Source: an optimization exercise on an open RTL-to-GDS flow (aim: small area, a short achievable clock period and few clock cycles). Production flows keep margins and buffers that such runs may drop.
Where RTL was checked, it was by simulation tests only, not by an equivalence proof against the original.

Design segment_convex_polygon_hit, start of the top module:
module segment_convex_polygon_hit #(
	parameter int MAX_VERTICES = scph_pkg::MAX_VERTICES_DEF
) (
	input  logic                          clk,
	input  logic                          arst_n,
	input  logic                          req_valid,
	output logic                          req_stall,
	input  scph_pkg::req_t                req,
	output logic                          rsp_valid,
	input  logic                          rsp_stall,
	output scph_pkg::rsp_t                rsp,
	input  logic                          cfg_valid,
	output logic                          cfg_ready,
	input  logic [scph_pkg::CFG_BITS-1:0] cfg_data
);
Settings: LEC_CHECK=0, CAP_MARGIN=20, CORE_MARGIN=2, CORE_UTILIZATION=55, CTS_CLUSTER_DIAMETER=90, CTS_CLUSTER_SIZE=24, PLACE_DENSITY=0.65, SETUP_SLACK_MARGIN=4.2, SLEW_MARGIN=20, TNS_END_PERCENT=0; clock period 7.5 ns.
run.sh (not shown) runs the stock make flow with config.mk's settings and CLKGATE_MAP_FILE= SYNTH_SCRIPT=/design/flow/synth_recipe.tcl, a recipe that flattens the netlist after the stock synthesis.
The baseline finished with timing, DRC and antenna clean.
Testbench counts at the start, summed over its fixed seeds: cycles 21,114.
Then changed:
--- a/flow/config.mk
+++ b/flow/config.mk
@@ -8,8 +8,8 @@
 export CAP_MARGIN = 20
 export CORE_MARGIN = 2
-export CORE_UTILIZATION = 55
+export CORE_UTILIZATION = 50
 export CTS_CLUSTER_DIAMETER = 90
 export CTS_CLUSTER_SIZE = 24
-export PLACE_DENSITY = 0.65
+export PLACE_DENSITY = 0.62
 export SETUP_SLACK_MARGIN = 4.2
 export SLEW_MARGIN = 20
Setup slack degrades by 58 ps.
Routed wire length drops by 0.71%.
Then changed:
--- a/flow/config.mk
+++ b/flow/config.mk
@@ -8,8 +8,8 @@
 export CAP_MARGIN = 20
 export CORE_MARGIN = 2
-export CORE_UTILIZATION = 50
-export CTS_CLUSTER_DIAMETER = 90
-export CTS_CLUSTER_SIZE = 24
-export PLACE_DENSITY = 0.62
+export CORE_UTILIZATION = 55
+export CTS_CLUSTER_DIAMETER = 100
+export CTS_CLUSTER_SIZE = 28
+export PLACE_DENSITY = 0.65
 export SETUP_SLACK_MARGIN = 4.2
 export SLEW_MARGIN = 20
=> Final cell count came out lower by a few percent; setup slack improves by 18 ps; fmax came out higher slightly; wire length barely changes; design area came out lower slightly; via count is about the same; first-iteration DRC count came out higher by a few percent; critical path depth does not change.
Then changed:
--- a/flow/config.mk
+++ b/flow/config.mk
@@ -9,8 +9,8 @@
 export CORE_MARGIN = 2
 export CORE_UTILIZATION = 55
-export CTS_CLUSTER_DIAMETER = 100
-export CTS_CLUSTER_SIZE = 28
+export CTS_CLUSTER_DIAMETER = 90
+export CTS_CLUSTER_SIZE = 24
 export PLACE_DENSITY = 0.65
-export SETUP_SLACK_MARGIN = 4.2
+export SETUP_SLACK_MARGIN = 4.0
 export SLEW_MARGIN = 20
-export TNS_END_PERCENT = 0
+export TNS_END_PERCENT = 5
What happened: Wire length fell slightly. Cell count barely changes. Count of clock-buffer cells in the layout rose by 27. Non-clock buffer count fell by 27. Maximum frequency fell by a few percent. Worst setup slack got worse by 150 ps. Sequential share of layout area hardly moves. Synthesized area is unchanged. Sequential cell count stays the same.

* * *

segment_convex_polygon_hit, a different RTL version from the one above (not shown whole).
Size: roughly 84 I/O pins.
==> flow/config.mk <==
export PLATFORM = sky130hd
export DESIGN_NAME = segment_convex_polygon_hit
export DESIGN_NICKNAME = segment_convex_polygon_hit
export VERILOG_FILES = /design/flow/design.v
export SDC_FILE = /design/flow/constraint.sdc
export NUM_CORES = 4
export LEC_CHECK = 0
export CAP_MARGIN = 20
export CORE_MARGIN = 2
export CORE_UTILIZATION = 55
export PLACE_DENSITY = 0.65
export SETUP_SLACK_MARGIN = 4.2
export SLEW_MARGIN = 20
export TNS_END_PERCENT = 5
==> flow/constraint.sdc <==
create_clock -name core_clock -period 7.5 [get_ports {clk}]
set_input_delay 1.5000 -clock core_clock [delete_from_list [all_inputs] [get_ports {clk}]]
set_output_delay 1.5000 -clock core_clock [all_outputs]
set_load 0.01 [all_outputs]
The starting point finished clean.
Rerun with:
- CTS_CLUSTER_DIAMETER: default -> 100
- CTS_CLUSTER_SIZE: default -> 30
Effect:
- area after synthesis stays the same
- sequential cell count stays the same
- die area is unchanged
- routed wire length drops slightly
- utilization drops by 2.3 points
- register-to-register slack barely changes
- clock skew climbs by 0.0054 ns
- setup slack gets worse by 0.014 ns
No functional check of the RTL was part of any run of this note.

==> port drivers added, routing unchanged <==
The results above use ideal ports. As a check the final layouts listed here were re-extracted and re-timed, cells and wires unchanged. Step 1, drivers: a clkbuf_16 drives clk and a buf_2 each remaining input, both assumed. Step 2 also shifts input and output timing later by t, the mid clock arrival at the registers, as if the neighbouring blocks saw the same clock. Three values: ideal ports, drivers, drivers and shift; two values: the first two.
| run | shift t [ns] | setup slack, ns | slew at the worst register clock pin (ns) |
|---|---|---|---|
| the first run of note 1 | 0.953 | 4.077 / 4.077 / 3.757 | 0.11 / 0.11 |
| the second run of note 1 | 0.947 | 4.019 / 4.019 / 3.383 | 0.10 / 0.10 |
| the third run of note 1 | 0.912 | 4.037 / 4.037 / 3.766 | 0.12 / 0.12 |
| the fourth run of note 1 | 0.957 | 3.889 / 3.889 / 3.353 | 0.11 / 0.11 |
| the first run of note 2 | 0.904 | 4.156 / 4.106 / 3.453 | 0.07 / 0.07 |
| the second run of note 2 | 0.808 | 4.142 / 4.142 / 3.572 | 0.12 / 0.12 |
After both steps every run listed still meets setup and hold. For the first run of note 2, which loses most, drivers alone change the setup slack by -0.050 ns; drivers and shift together by -0.703 ns.
